From an optimization exercise on the open Yosys and OpenROAD flow, aimed at small area, a short achievable clock period and few clock cycles; shortcuts taken in it are not production practice.
The RTL was checked by simulation tests, not by an equivalence proof against the original design.
Power and IR drop assume default switching activity.

run A:
Design cpu_top, start of the top module:
module cpu_top (
	input logic CLK,
	input logic nRST,
	output logic mem_ren,
	output logic mem_wen,
	output logic [31:0] mem_addr,
	output logic [31:0] mem_store,
	input logic [31:0] mem_load,
	input logic mem_ready,
	output logic halt
);
	localparam logic [5:0] OP_RTYPE = 6'h00;
	localparam logic [5:0] OP_BEQ = 6'h04;
	localparam logic [5:0] OP_ADDIU = 6'h09;
	localparam logic [5:0] OP_LW = 6'h23;
	localparam logic [5:0] OP_SW = 6'h2b;
	localparam logic [5:0] OP_HALT = 6'h3f;
	localparam logic [5:0] FN_ADDU = 6'h21;
	localparam logic [5:0] FN_SUBU = 6'h23;
	localparam logic [5:0] FN_AND = 6'h24;
	localparam logic [5:0] FN_OR = 6'h25;
	localparam logic [5:0] FN_SLT = 6'h2a;
	logic [31:2] fa;           
	logic fgo;                 
	logic squash;              
	logic [31:0] ir;
	logic ir_valid;
	logic [31:1] rs_oh, rt_oh;
	logic dpend;               
	logic dact;                
	logic dwe;
	logic [31:0] daddr, sdata;
	logic [4:0] ldst;
	logic [5:0] op, fn;
	logic [4:0] rs, rt, rd;
	logic [31:0] immx;
	logic is_r, r_ok, is_addiu, is_lw, is_sw, is_beq, is_halt, is_mem;
	assign op = ir[31:26];
	assign fn = ir[5:0];
	assign rs = ir[25:21];
	assign rt = ir[20:16];
	assign rd = ir[15:11];
	assign immx = {{16{ir[15]}}, ir[15:0]};
	assign is_r = (op == OP_RTYPE);
	assign r_ok = is_r && ((fn == FN_ADDU) || (fn == FN_SUBU) || (fn == FN_AND)
		|| (fn == FN_OR) || (fn == FN_SLT));
	assign is_addiu = (op == OP_ADDIU);
	assign is_lw = (op == OP_LW);
	assign is_sw = (op == OP_SW);
	assign is_beq = (op == OP_BEQ);
	assign is_halt = (op == OP_HALT);
	assign is_mem = is_lw || is_sw;
	logic x_ok, x_fetch, x_squash, x_mem;
	logic [31:0] ra, rb, bop, bx, sum, result;
	logic [32:0] sum_c;
	logic sub, slt, eq;
	logic rf_wen;
	logic [4:0] rf_wsel;
	logic [31:0] rf_wdat;
	assign x_ok = ir_valid && !dact && !dpend;
  ...
Size in the first run: ~4,500 cells after synthesis, about 100 I/O pins, roughly 59,000 um^2 of cells after synthesis.
Settings: LEC_CHECK=0, CAP_MARGIN=10, CELL_PAD_IN_SITES_DETAIL_PLACEMENT=1, CELL_PAD_IN_SITES_GLOBAL_PLACEMENT=2, CORE_MARGIN=2, CORE_UTILIZATION=25, PLACE_DENSITY=0.5, SETUP_SLACK_MARGIN=5, SLEW_MARGIN=10, TNS_END_PERCENT=10; clock period 10.0 ns.
run.sh (not shown) runs the stock make flow with config.mk's settings and CLKGATE_MAP_FILE= SYNTH_SCRIPT=/design/flow/synth_recipe.tcl, a recipe that flattens the netlist after the stock synthesis.
Testbench counts of run A, summed over its fixed seeds: cycles 46,604.
For run B, these inputs were changed with respect to run A:
diff --git a/flow/config.mk b/flow/config.mk
--- a/flow/config.mk
+++ b/flow/config.mk
@@ -8 +8 @@
-export CAP_MARGIN = 10
+export CAP_MARGIN = 40
@@ -12,2 +12,3 @@
-export CORE_UTILIZATION = 25
-export PLACE_DENSITY = 0.5
+export CORE_UTILIZATION = 45
+export CTS_BUF_LIST = sky130_fd_sc_hd__clkbuf_4 sky130_fd_sc_hd__clkbuf_8
+export PLACE_DENSITY = 0.6
@@ -15,2 +16 @@
-export SLEW_MARGIN = 10
-export TNS_END_PERCENT = 10
+export SLEW_MARGIN = 20
Findings:
Run B reached the final stage; the timing, design-rule and antenna checks on its layout passed. Relative to run A, maximum number of pins on one net before global-route repair has increased by 10% in run B. Routed wire in run B totals less than in run A. There was hardly any difference in flip-flop and latch count after synthesis between run A and run B. Critical path depth ended up 3 higher on run B than on run A. Count of clock-buffer cells in the layout (run B / run A): 1.4. [compare] base=run A new=run B: quantity of gates resized following cts saw a decrease, buffer count excluding the clock tree in the final layout increased 1.6%.
What run C does differently from run B at the input level:
diff --git a/flow/config.mk b/flow/config.mk
--- a/flow/config.mk
+++ b/flow/config.mk
@@ -12,3 +12,4 @@
-export CORE_UTILIZATION = 45
-export CTS_BUF_LIST = sky130_fd_sc_hd__clkbuf_4 sky130_fd_sc_hd__clkbuf_8
-export PLACE_DENSITY = 0.6
+export CORE_UTILIZATION = 25
+export CTS_CLUSTER_DIAMETER = 100
+export CTS_CLUSTER_SIZE = 22
+export PLACE_DENSITY = 0.65
@@ -16,0 +18 @@
+export TNS_END_PERCENT = 10
Findings:
- When the final numbers for run C and run B were put side by side, the via count turned out to be greater in run B.
- Looking at clock network fraction of total power, run C sits 5.8 points below run B.
- Comparing run C and run B, number of global-route vias before repair is lower on run C.
- [diff] total power, run C relative to run B: improvement
- Delta(proportion of power drawn by flip-flops and latches, run C - run B) > 0
- Count of clock-net buffers in the final layout in run C is 175 below run B.
Setup changes, run C to run D
diff --git a/flow/config.mk b/flow/config.mk
--- a/flow/config.mk
+++ b/flow/config.mk
@@ -7,0 +8 @@
+export ABC_CLOCK_PERIOD_IN_PS = 3500
@@ -13,3 +14 @@
-export CTS_CLUSTER_DIAMETER = 100
-export CTS_CLUSTER_SIZE = 22
-export PLACE_DENSITY = 0.65
+export PLACE_DENSITY = 0.5
@@ -18 +16,0 @@
-export TNS_END_PERCENT = 10
Findings:
Run D: worst-path maximum fanout is 9 lower than what run C reported. Run D reports its worst setup path endpoint as daddr[28]$_DFFE_PP_ while run C reports wb_dat[30]$_DFF_P_. Compared with run C, summed area of non-filler cells in the final layout in run D increased by a few percent. Share of power burned in combinational logic, run D and run C, lower one = run D. Comparing run D and run C, multi-input logic area is lower on run C. Against run C, instance area after placement in run D fell slightly. Compare run D and run C | clock network fraction of design power lower: run C. Global-route usage (run D over run C): increase, 2.5 points. Comparing run C against run D, there is no change at all in number of stages on the worst setup path. Run C has lower wire length than run D.

-- afterwards: timing with drivers on the ports --
The flow's constraints put no driver on any port. The routed layouts listed below were extracted and timed again, unchanged, in two steps.
Step 1: set_driving_cell puts a clkbuf_16 on CLK and a buf_2 on each other input, an assumption about the parent block.
Step 2 times the ports against the registers' clock, not the clock port: input delays grow and output delays shrink by t, the midpoint of the rising clock arrivals with the driver on.
Slacks: ideal / step 1 / step 2; pairs: ideal / step 1.
run | shift t [ns] | setup WS [ns] | clock arrival spread, ns | worst slew at a driven data input, ns | cell pins on the clock port's net
run A | 0.921 | 4.786 / 4.786 / 4.156 | 0.024 / 0.024 | 0.12 | 1
run B | 1.046 | 4.705 / 4.705 / 4.225 | 0.061 / 0.061 | 0.04 | 1
run C | 0.822 | 4.730 / 4.730 / 4.238 | 0.044 / 0.044 | 0.07 | 1
run D | 0.922 | 4.912 / 4.912 / 4.302 | 0.037 / 0.036 | 0.12 | 1
After both steps setup and hold are still met in every run listed. For run A, which loses most, drivers alone change the setup slack by 0.000 ns; drivers and shift together by -0.630 ns.
